This design comes from an exercise in tuning for small area and a short achievable clock period on the open sky130 flow, not from production work.
The RTL was checked by simulation tests, not by an equivalence proof against the original design.

## pe_mac_array
module pe_mac_array
#(
  parameter int DATA_WIDTH = nmcu_pkg::DATA_WIDTH,
  parameter int ACC_WIDTH  = nmcu_pkg::ACC_WIDTH,
  parameter int NUM_LANES  = 8
) (
  input  logic                            clk,
  input  logic                            rst_n,
  input  logic                            in_valid_i,
  output logic                            in_ready_o,
  input  logic [NUM_LANES*DATA_WIDTH-1:0] a_i,
  input  logic [NUM_LANES*DATA_WIDTH-1:0] b_i,
  input  logic                            first_i,
  input  logic                            last_i,
  output logic                            out_valid_o,
  input  logic                            out_ready_i,
  output logic [NUM_LANES*DATA_WIDTH-1:0] result_o,
  output logic [NUM_LANES*ACC_WIDTH-1:0]  acc_o,
  output logic [NUM_LANES-1:0]            sat_o,
  output logic                            busy_o,
  output nmcu_pkg::pe_mac_state_e        state_o
);
Size in the first run: ~4200 cells after synthesis, about 500 flip-flops, ~34000 µm² of cells after synthesis.
Settings: LEC_CHECK=0, ABC_AREA=1, CAP_MARGIN=20, CORE_MARGIN=2, CORE_UTILIZATION=40, CTS_CLUSTER_DIAMETER=100, CTS_CLUSTER_SIZE=22, SETUP_SLACK_MARGIN=2.8, SLEW_MARGIN=20, TNS_END_PERCENT=10; clock period 6.0 ns.
standard.sh (not shown) runs the stock make flow with config.mk's settings and CLKGATE_MAP_FILE= SYNTH_SCRIPT=/design/flow/synth_recipe.tcl, a recipe that flattens the netlist after the stock synthesis.
==> flow/flow/run.sh <==
#!/bin/bash
# Own layout flow: the standard flow (the standard.sh, all steps) with
# the port buffers made from buf_1 cells instead of ORFS's default choice.
# Each tool's output goes to the ORFS logs under orfs/logs; this script's
# own output goes to run.log.
set -e
{
  echo "== standard.sh"; cat standard.sh
  echo "== config.mk"; cat config.mk
  export BUFFER_PORTS_ARGS="-buffer_cell sky130_fd_sc_hd__buf_1"
  bash standard.sh
} > run.log 2>&1
The baseline produced a clean layout.
Change:
--- a/flow/design.v
+++ b/flow/design.v
@@ -119,56 +119,56 @@
   logic ms22;
   logic mc22;
   logic ms23;
   logic mc23;
   logic ms24;
   logic mc24;
   assign bo0 = b[0] & load_en;
   assign bt0 = (b[1] & ~b[0]) & load_en;
-  assign bn0 = b[1] & load_en;
+  assign bn0 = b[1];
   assign pp0_0 = (bo0 & a[0]) ^ bn0;
   assign pp0_1 = ((bo0 & a[1]) | (bt0 & a[0])) ^ bn0;
   assign pp0_2 = ((bo0 & a[2]) | (bt0 & a[1])) ^ bn0;
   assign pp0_3 = ((bo0 & a[3]) | (bt0 & a[2])) ^ bn0;
   assign pp0_4 = ((bo0 & a[4]) | (bt0 & a[3])) ^ bn0;
   assign pp0_5 = ((bo0 & a[5]) | (bt0 & a[4])) ^ bn0;
   assign pp0_6 = ((bo0 & a[6]) | (bt0 & a[5])) ^ bn0;
   assign pp0_7 = ((bo0 & a[7]) | (bt0 & a[6])) ^ bn0;
   assign pp0_8 = ((bo0 & a[7]) | (bt0 & a[7])) ^ bn0;
   assign ppn0 = ~pp0_8;
   assign bo1 = (b[2] ^ b[1]) & load_en;
   assign bt1 = ((b[3] & ~b[2] & ~b[1]) | (~b[3] & b[2] & b[1])) & load_en;
-  assign bn1 = b[3] & load_en;
+  assign bn1 = b[3];
   assign pp1_0 = (bo1 & a[0]) ^ bn1;
   assign pp1_1 = ((bo1 & a[1]) | (bt1 & a[0])) ^ bn1;
   assign pp1_2 = ((bo1 & a[2]) | (bt1 & a[1])) ^ bn1;
   assign pp1_3 = ((bo1 & a[3]) | (bt1 & a[2])) ^ bn1;
   assign pp1_4 = ((bo1 & a[4]) | (bt1 & a[3])) ^ bn1;
   assign pp1_5 = ((bo1 & a[5]) | (bt1 & a[4])) ^ bn1;
   assign pp1_6 = ((bo1 & a[6]) | (bt1 & a[5])) ^ bn1;
   assign pp1_7 = ((bo1 & a[7]) | (bt1 & a[6])) ^ bn1;
   assign pp1_8 = ((bo1 & a[7]) | (bt1 & a[7])) ^ bn1;
   assign ppn1 = ~pp1_8;
   assign bo2 = (b[4] ^ b[3]) & load_en;
   assign bt2 = ((b[5] & ~b[4] & ~b[3]) | (~b[5] & b[4] & b[3])) & load_en;
-  assign bn2 = b[5] & load_en;
+  assign bn2 = b[5];
   assign pp2_0 = (bo2 & a[0]) ^ bn2;
   assign pp2_1 = ((bo2 & a[1]) | (bt2 & a[0])) ^ bn2;
   assign pp2_2 = ((bo2 & a[2]) | (bt2 & a[1])) ^ bn2;
   assign pp2_3 = ((bo2 & a[3]) | (bt2 & a[2])) ^ bn2;
   assign pp2_4 = ((bo2 & a[4]) | (bt2 & a[3])) ^ bn2;
   assign pp2_5 = ((bo2 & a[5]) | (bt2 & a[4])) ^ bn2;
   assign pp2_6 = ((bo2 & a[6]) | (bt2 & a[5])) ^ bn2;
   assign pp2_7 = ((bo2 & a[7]) | (bt2 & a[6])) ^ bn2;
   assign pp2_8 = ((bo2 & a[7]) | (bt2 & a[7])) ^ bn2;
   assign ppn2 = ~pp2_8;
   assign bo3 = (b[6] ^ b[5]) & load_en;
   assign bt3 = ((b[7] & ~b[6] & ~b[5]) | (~b[7] & b[6] & b[5])) & load_en;
-  assign bn3 = b[7] & load_en;
+  assign bn3 = b[7];
   assign pp3_0 = (bo3 & a[0]) ^ bn3;
   assign pp3_1 = ((bo3 & a[1]) | (bt3 & a[0])) ^ bn3;
   assign pp3_2 = ((bo3 & a[2]) | (bt3 & a[1])) ^ bn3;
   assign pp3_3 = ((bo3 & a[3]) | (bt3 & a[2])) ^ bn3;
   assign pp3_4 = ((bo3 & a[4]) | (bt3 & a[3])) ^ bn3;
   assign pp3_5 = ((bo3 & a[5]) | (bt3 & a[4])) ^ bn3;
   assign pp3_6 = ((bo3 & a[6]) | (bt3 & a[5])) ^ bn3;
   assign pp3_7 = ((bo3 & a[7]) | (bt3 & a[6])) ^ bn3;
Outcome: Cell area shrinks slightly; non-clock buffer count goes down by 12; wire length is lower by a few percent; clock skew barely changes; via count fell slightly; synthesized cell count drops slightly; global-route usage went down by 0.98 points; core utilization went down by 0.37 points; area after synthesis barely changes; maximum frequency went down slightly.

## port drivers added, routing unchanged
No port has a modelled driver above. Below, the same layouts with a new extraction and two added sets of constraints. Step 1: set_driving_cell puts a clkbuf_16 on clk and a buf_2 on each other input, an assumption about the parent block. Step 2 also shifts input and output timing later by t, the mid clock arrival at the registers, as if the neighbouring blocks saw the same clock. Slacks: ideal ports / drivers / drivers and shift; pairs: ideal ports / drivers.
run	shift t [ns]	setup slack, ns	hold WS [ns]	worst setup path at the end	slew at the worst register clock pin (ns)
the first run	0.684	2.812 / 2.745 / 2.147	0.368 / 0.327 / 0.510	input to register	0.10 / 0.10
the second run	0.631	2.761 / 2.805 / 2.174	0.434 / 0.392 / 0.515	input to register	0.10 / 0.10
After both steps setup and hold are still met in every run listed. For the first run, which loses most, drivers alone change the setup slack by -0.067 ns; drivers and shift together by -0.665 ns.
